From an optimization exercise on the open Yosys and OpenROAD flow, aimed at small area, a short achievable clock period and few clock cycles per item; shortcuts taken in it are not production practice. Function was checked by simulation only, so behaviour that the tests miss may differ from the original. Power is estimated from default activity; no workload was simulated.

==> flow/design.v, too long to show whole: its modules and the start of the top module <==
// module running_mean_deviation_reliability: 8230 lines
// module rmdr_add: 28 lines
module running_mean_deviation_reliability (
  input  logic               clk,
  input  logic               rst,
  input  logic               in_valid,
  output logic               in_ready,
  input  logic signed [31:0] sample,
  output logic               out_valid,
  input  logic               out_ready,
  output logic signed [31:0] mean,
  output logic        [31:0] abs_deviation,
  output logic        [22:0] reliability,
  output logic        [15:0] count,
  output logic               overflow
);
  // ...
==> flow/run.sh <==
#!/bin/bash
# synth_recipe.tcl (not shown) runs the flow's synth.tcl, then flattens the netlist and writes it again
# the make line also repeats each setting of config.mk as NAME=value (left out here)
make -C /OpenROAD-flow-scripts/flow DESIGN_CONFIG=/design/flow/config.mk WORK_HOME=/design/flow/orfs CLKGATE_MAP_FILE= SYNTH_SCRIPT=/design/flow/synth_recipe.tcl finish
==> flow/config.mk <==
export PLATFORM = sky130hd
export DESIGN_NAME = running_mean_deviation_reliability
export DESIGN_NICKNAME = running_mean_deviation_reliability
export VERILOG_FILES = /design/flow/design.v
export SDC_FILE = /design/flow/constraint.sdc
export NUM_CORES = 4
export LEC_CHECK = 0
export CAP_MARGIN = 20
export CORE_MARGIN = 2
export CORE_UTILIZATION = 55
export SETUP_SLACK_MARGIN = 3.3
export SLEW_MARGIN = 20
==> flow/constraint.sdc <==
create_clock -name core_clock -period 8.0 [get_ports {clk}]
set_input_delay 1.6000 -clock core_clock [delete_from_list [all_inputs] [get_ports {clk}]]
set_output_delay 1.6000 -clock core_clock [all_outputs]
set_load 0.01 [all_outputs]
==> flow_summary.toml, run 1 <==
[status]
outcome = "no timing/DRC/antenna violations"

[cells_and_area]
buffer_area_frac = 0.0409
finalNonFillerCells = 39179
clkbuf_count = 873
largest_class = "flip-flops and latches"
layout_common_cells = "edfxtp_1, inv_1, fa_1"
insertedDiodeCount = 16
top_regs = "b_sum: 48 flops, dd_dsum: 48 flops, g_rsum: 39 flops"

[synth]
synth-xor-area-share = 0.0349
syn_area_sq_um = 375000
syn-instance-count = 27820
ys_ff_latch = 6963
ys_seq_area_frac = 0.551
yosys-top-cells-count = "edfxtp_1, inv_1, fa_1, ha_1, nand2_1"

[power_and_ir_drop]
intPower_mw = 60.2
power.switching_mw = 16.7

[setup_path]
crit_path_start = "d5_ws[13]$_DFFE_PP_"
required_ps = 8950
path_delay_family = "adder cells"
slowest_delay_ps = 600
timing.rr.start = "d5_ws[13]$_DFFE_PP_"

[detailed_routing]
topRoutingLayerUsed = "met5"
wl_per_cell_microns = 22.9
avgViaCountPerCell = 5.40

[floorplan]
initial_utilization = 0.552

[sta]
hold_ws_ps = 351

[flow_run]
cap_violations = 0

[global_routing]
use_met3 = 0.0251

[hold_path]
min_path_cells = 0
Testbench counts, summed over its fixed seeds: cycles 2,816, items 2,400.
==> inputs of run 2 (changes only) <==
--- a/flow/config.mk
+++ b/flow/config.mk
@@ -7,6 +7,7 @@
 export LEC_CHECK = 0
 export CAP_MARGIN = 20
 export CORE_MARGIN = 2
-export CORE_UTILIZATION = 55
-export SETUP_SLACK_MARGIN = 3.3
+export CORE_UTILIZATION = 62
+export SETUP_SLACK_MARGIN = 3.0
 export SLEW_MARGIN = 20
+export TNS_END_PERCENT = 10
==> run 2 against run 1 <==
  * Clock-buffer cell count is 19 lower
  * Register-to-register slack hardly changed
  * Utilization is 5.8 points higher
  * Via count is 1.5% lower
  * Setup slack worse by 6.0 ps
  * Die area is 11% lower
  * Fmax is 0.12% lower
  * Combinational power is 16% lower
  * Wire length is 9.0% lower
  * First-iteration DRC count is 4.1% higher
  * Design area is 3.4% lower
  * Sequential power hardly changed
  * Largest cell class unchanged
  * Largest power group unchanged
==> flow_summary.toml, run 2 <==
[status]
outcome = "no timing/DRC/antenna violations"

[cells_and_area]
final_common_cell = "edfxtp_1"
finalNonFillerCells = 37561
layout_common_cells = "edfxtp_1, inv_1, fa_1"
final_nets = 33680
design_area_sq_um = 422000
finish.utilization = 0.700
drive_above_1_share = 0.128
syn2layout_area_growth_pct = 12.4
top_regs = "b_sum: 48 flops, dd_dsum: 48 flops, g_rsum: 39 flops"

[global_routing]
grt_pass1_wl_mm = 1270
gr-total-overflow = 0
grt_pass1_vias = 217531
grt_max_degree = 157
groute.usage.overall = 0.266
antenna_found_initial = 15

[power_and_ir_drop]
p_clk_frac = 0.439
intPower_mw = 60.0
power_density_nw_per_um2 = 181
combPwrFrac = 0.040
switching_share = 0.214
power.switching_mw = 16.4
p_leak_nw = 168
finalPower_mw = 76.4
pwr-share-seq = 0.521
peakVddDrop_v = 0.000313

[floorplan]
initial_utilization = 0.623
pin_count = 142
die_w_microns = 782
rows = 285
die_y_microns = 782
dieArea_sq_um = 611000
core_area_sq_um = 603000

[synth]
ys_top_cells_by_area = "edfxtp_1, fa_1, ha_1"
ys_types = 107
syn-instance-count = 27820
syn_avg_cell_area_sq_um = 13.5
synth.most_common_cell = "edfxtp_1"
syn_area_sq_um = 375000
synth_top_family_by_area = "adder cells"
synth_flop_cell = "edfxtp_1"
synthArstFlopShare = 0
yosysTopAreaCellShare = 0.540
ys_ff_latch = 6963
synth-compound-area-share = 0.0615
synth_fa_ha_area_frac = 0.208
synth-xor-area-share = 0.0349
synth-simple-area-share = 0.0454
yosys.area.top_type = "edfxtp_1"
synth_fp_nets = 32590
yosys-top-cells-count = "edfxtp_1, inv_1, fa_1, ha_1, nand2_1"
synth-edff-count = 6743
muxShareOfSynthArea = 0.0448
yosys_warnings = 9
ys_seq_area_frac = 0.551

[detailed_routing]
dr.pass1.iters = 6
avgViaCountPerCell = 5.55
vias = 208298
ant_nets = 0
wl_per_cell_microns = 21.7
first_iter_violations = 13706
drc = 0
totalWireLength_mm = 816

[clocking]
numCtsBuffers = 707
cts_root_buf = "clkbuf_16"
cts_max_level = 6
cts_hold_buf = 0
clock_path_buffers = 4
clock_sinks = 6963
clk_latency_ps = 1150
clk_pin_slew_ps = 60
cts_tree = "done"

[placed_design]
placed_area_sq_um = 387000
port_buffers = 141
gp_congestion = 0.895
placed_cells = 35459
hpwl_mm = 587
dp_worst_setup_slack_ps = 1670

[setup_path]
crit_fanout = 5
required_ps = 8880
critPathKind = "reg -> reg"
arrival_ps = 5970
crit_path_start_kind = "register"
end_kind = "register"

[sta]
max_slew_margin = 0.218
fin_ws_ps = 2920
finalHoldViolations = 0
final.setup.tns_ps = 0
slew_violations = 0
fin_crit_sh = 0.635
hold_ws_ps = 357
setup_viol = 0
rsz0062_at_grt = "yes"
finalClockSkew_ps = 97.6
min_period_ps = 5080
tightestPinTransition_ps = 1140
fmax_ghz = 0.197

[flow_run]
cap_violations = 0

[hold_path]
hold_path.class = "reg -> reg"
==> run 2: cell counts after synthesis <==
Identical to the previous run, type by type.
==> run 2: worst paths after layout <==
kind                                     startpoint                  end  slack (ps)  cells after the start
worst max-delay path             m1_d[14]$_DFFE_PP_      m2_qm$_DFFE_PP_        2920                     19
worst min-delay path            q6_new[2]$_DFFE_PP_  q7_new[2]$_DFFE_PP_         360                      0
worst max register to register   m1_d[14]$_DFFE_PP_      m2_qm$_DFFE_PP_        2920                     19
worst min register to register  q6_new[2]$_DFFE_PP_  q7_new[2]$_DFFE_PP_         360                      0
==> run 2: cell families (layout without fill, tap and decap cells) <==
| group | Yosys count | after routing |
|---|---|---|
| AOI/OAI and AO/OA | 3870 | 3877 |
| xor gates and xnor gates | 1493 | 1493 |
| adders and majority gates | 4734 | 4734 |
| buffers and inverters | 5390 | 7074 |
| DFF | 6963 | 6963 |
| muxes | 1567 | 1568 |
| other | 0 | 13 |
| and+or+nand+nor | 3803 | 3803 |
==> run 2: layer usage <==
layer,share of wire,global-route usage
met5,0.000016,0
met4,0.052,0.117
met3,0.038,0.0273
met2,0.51,0.469
met1,0.40,0.337
==> run 2: layout make-up <==
type	instances	area [sq um]
fill	41395	181000
clock buffer	854	18600
clock inverter	457	5400
antenna	13	32.5
timing repair buffer	1202	10800
inverter	4561	17200
multi-input combinational	15475	153000
tap	8036	10100
sequential	6963	207000
==> run 2: what timing repair did <==
item	in CTS	in global routing
gates cloned	37	17
buffers inserted	437	283
endpoints found under the setup margin	1236	1331
resized for setup	889	399
pin swaps	461	281
hold endpoints to repair	0	0
==> run 2: worst max-delay path: stages (launching register included) <==
cell and delay (ps):
edfxtp_1 490, inv_2 90, fa_1 570, inv_1 50, ha_2 190, fa_2 410, xor2_2 170, a311oi_2 110
o31ai_2 320, buf_6 180, a21oi_1 90, fa_1 490, inv_2 130, fa_1 460, ha_2 200, inv_1 80
fa_2 420, nand3b_1 180, a21oi_1 160, a31oi_1 50
==> run 2: power groups by stage <==
stage	logic, mW	registers, mW	clock network [mW]
finish	3.07	39.8	33.6
global placement	2.76	40.6	0
detailed placement	2.83	40.6	0
global route	3.46	39.8	35.7
CTS	3.01	39.8	34.2
floorplan	2.10	40.5	0
==> inputs of run 3 (changes only) <==
--- a/flow/config.mk
+++ b/flow/config.mk
@@ -7,7 +7,7 @@
 export LEC_CHECK = 0
 export CAP_MARGIN = 20
 export CORE_MARGIN = 2
-export CORE_UTILIZATION = 62
+export CORE_UTILIZATION = 66
 export SETUP_SLACK_MARGIN = 3.0
 export SLEW_MARGIN = 20
-export TNS_END_PERCENT = 10
+export TNS_END_PERCENT = 5
==> run 3 against run 2 <==
  * Total power shrank 0.40%
  * Cell count is 2.1% lower
  * Die area shrank 6.0%
  * Non-clock buffer count down 217
  * Clock power barely moved
  * Sequential share of layout area grew 0.46 points
  * Fmax down 1.2%
  * Clock skew is 7.0 ps lower
  * Clock-buffer cell count shrank 4
  * First-iteration DRC count up 11%
  * Area after synthesis unchanged
==> flow_summary.toml, run 3 <==
[detailed_routing]
drc = 0
route.met2.wl_mm = 418
wl_met1_mm = 315
wl_per_cell_microns = 22.0
first_iter_violations = 15243
vias = 208802
avgViaCountPerCell = 5.68
ant_nets = 0
topRoutingLayerUsed = "met5"
dr.pass1.iters = 8
totalWireLength_mm = 809
wl_met3_mm = 35.8

[floorplan]
core_area_sq_um = 566000
dieArea_sq_um = 575000
die_y_microns = 758
pin_count = 142
rows = 276
initial_utilization = 0.663
die_w_microns = 758

[synth]
synth-edff-count = 6743
yosysTopAreaCellShare = 0.540
yosys_warnings = 9
yosys-top-cells-count = "edfxtp_1, inv_1, fa_1, ha_1, nand2_1"
syn-instance-count = 27820
ys_types = 107
synthArstFlopShare = 0
ys_top_cells_by_area = "edfxtp_1, fa_1, ha_1"
synth.most_common_cell = "edfxtp_1"
syn_avg_cell_area_sq_um = 13.5
ys_seq_area_frac = 0.551
yosys.area.top_type = "edfxtp_1"
syn_area_sq_um = 375000
synth_fp_nets = 32590
ys_ff_latch = 6963
synth_flop_cell = "edfxtp_1"

[global_routing]
grt_max_degree = 164
groute.usage.overall = 0.283
gr-total-overflow = 0
antenna_found_initial = 17
grt_pass1_vias = 218642
grt_pass1_wl_mm = 1260

[sta]
tightestPinTransition_ps = 1080
setup_viol = 0
min_period_ps = 5150
rsz0062_at_grt = "yes"
fmax_ghz = 0.194
max_slew_margin = 0.279
fin_crit_sh = 0.643
final.setup.tns_ps = 0
slew_violations = 0
finalClockSkew_ps = 90.6
finalHoldViolations = 0

[power_and_ir_drop]
finalPower_mw = 76.1
p_leak_nw = 167
power_density_nw_per_um2 = 182
peakVddDrop_v = 0.000228

[placed_design]
hpwl_mm = 572
port_buffers = 141
placed_cells = 34919
gp_congestion = 0.906

[clocking]
clk_latency_ps = 1150
cts_root_buf = "clkbuf_16"
clock_path_buffers = 4
clock_sinks = 6963
cts_tree = "done"
cts_max_level = 6
clk_pin_slew_ps = 70
numCtsBuffers = 695

[cells_and_area]
final_nets = 33448
seqCellArea_sq_um = 207000
multi_input_area_sq_um = 152000
drive_above_1_share = 0.113
final_common_cell = "edfxtp_1"
layout_common_cells = "edfxtp_1, inv_1, fa_1"
syn2layout_area_growth_pct = 11.3
finalNonFillerCells = 36782
num-fill-cells = 36136
top_regs = "b_sum: 48 flops, dd_dsum: 48 flops, g_rsum: 39 flops"

[flow_run]
cap_violations = 0

[setup_path]
crit_buf_inv = 4
slowest_delay_ps = 570
crit_fanout = 20
crit_path_start_kind = "register"
end_kind = "register"
required_ps = 8810
path_delay_family = "adder cells"
cpMostUsedCell = "fa_1"
critPathKind = "reg -> reg"
path_cells = "buf_4, mux2_2, fa_1, inv_1, fa_1, inv_1, ha_1, inv_1, fa_1, xor2_1, nor3b_1, nor3_1, a221o_2, nand2_1, o21ai_0, fa_1"
arrival_ps = 5960
slowest_stage = "fa_1"

[hold_path]
hold_path.class = "reg -> reg"

[status]
outcome = "no timing/DRC/antenna violations"
run 3: per-stage QoR:
step | utilization | instance area (sq um) | setup slack [ps] | hold WS, ps
floorplan | - | 375000 | 176 | 400
global placement | 0.683 | 386000 | 1920 | 400
detailed placement | 0.683 | 386000 | 1840 | 405
CTS | 0.734 | 415000 | 2630 | 338
global route | 0.738 | 418000 | 2560 | 350
finish | 0.738 | 418000 | 2850 | 348
run 3: path summary, 6_finish.rpt:
path,startpoint,endpoint,slack (ps),cells after the start
max,r5_qm$_DFFE_PP_,r6_ws[9]$_DFFE_PP_,2850,16
min reg2reg,q3_new[20]$_DFFE_PP_,q4_new[20]$_DFFE_PP_,350,0
max reg2reg,r5_qm$_DFFE_PP_,r6_ws[9]$_DFFE_PP_,2850,16
min,q3_new[20]$_DFFE_PP_,q4_new[20]$_DFFE_PP_,350,0
run 3: logic make-up after synthesis:
| kind of cell | Yosys count | synth area share |
|---|---|---|
| AOI/OAI and AO/OA | 3870 | 0.0615 |
| xor gates and xnor gates | 1493 | 0.0349 |
| adders and majority gates | 4734 | 0.208 |
| buffers and inverters | 5390 | 0.0542 |
| DFF | 6963 | 0.551 |
| muxes | 1567 | 0.0448 |
| and+or+nand+nor | 3803 | 0.0454 |
run 3: report_power, final:
| part | switching [mW] | internal [mW] | total, mW |
|---|---|---|---|
| clock | 14.4 | 18.8 | 33.3 |
| combinational | 1.82 | 1.25 | 3.07 |
| sequential | 0.116 | 39.7 | 39.8 |
run 3: repair_timing:
action / in CTS / in global routing
resized for setup: 780 / 222
pin swaps: 412 / 108
cloned: 33 / 14
setup buffers: 383 / 136
hold buffers: 0 / 0
endpoints found under the setup margin: 1276 / 1328
run 3: metal layers:
metal	up-vias	track usage
li1	96960	-
met1	104933	0.354
met2	5361	0.504
met3	1538	0.0303
met4	10	0.119
met5	-	0
run 3: final cells by class:
cell class,instances,area share
inverters,4561,0.0411
clock inverters,438,0.0126
multi-input cells,15472,0.363
well taps,7506,0.0225
clock buffers,850,0.0438
repair buffers,985,0.0217
flip-flops and latches,6963,0.495
diodes,7,0.0000419

-- separate check: timing with driven ports --
The results above use ideal ports. As a check the final layouts listed here were re-extracted and re-timed, cells and wires unchanged.
Step 1 assumes that a clkbuf_16 drives the clock port and a buf_2 every other input.
Step 2 moves the port delays by t, midway between the first and last clock arrival at a register: inputs arrive t later, outputs are due t later. That takes back most of the time a late clock gives input paths.
Slacks: ideal / step 1 / step 2; pairs: ideal / step 1.
run	t (ns)	setup slack, ns	worst hold slack (ns)
run 1	1.282	2.923 / 2.923 / 2.923	0.351 / 0.351 / 0.351
run 2	1.242	2.917 / 2.917 / 2.917	0.357 / 0.357 / 0.357
run 3	1.240	2.855 / 2.855 / 2.855	0.348 / 0.348 / 0.348
After both steps every run listed still meets setup and hold.
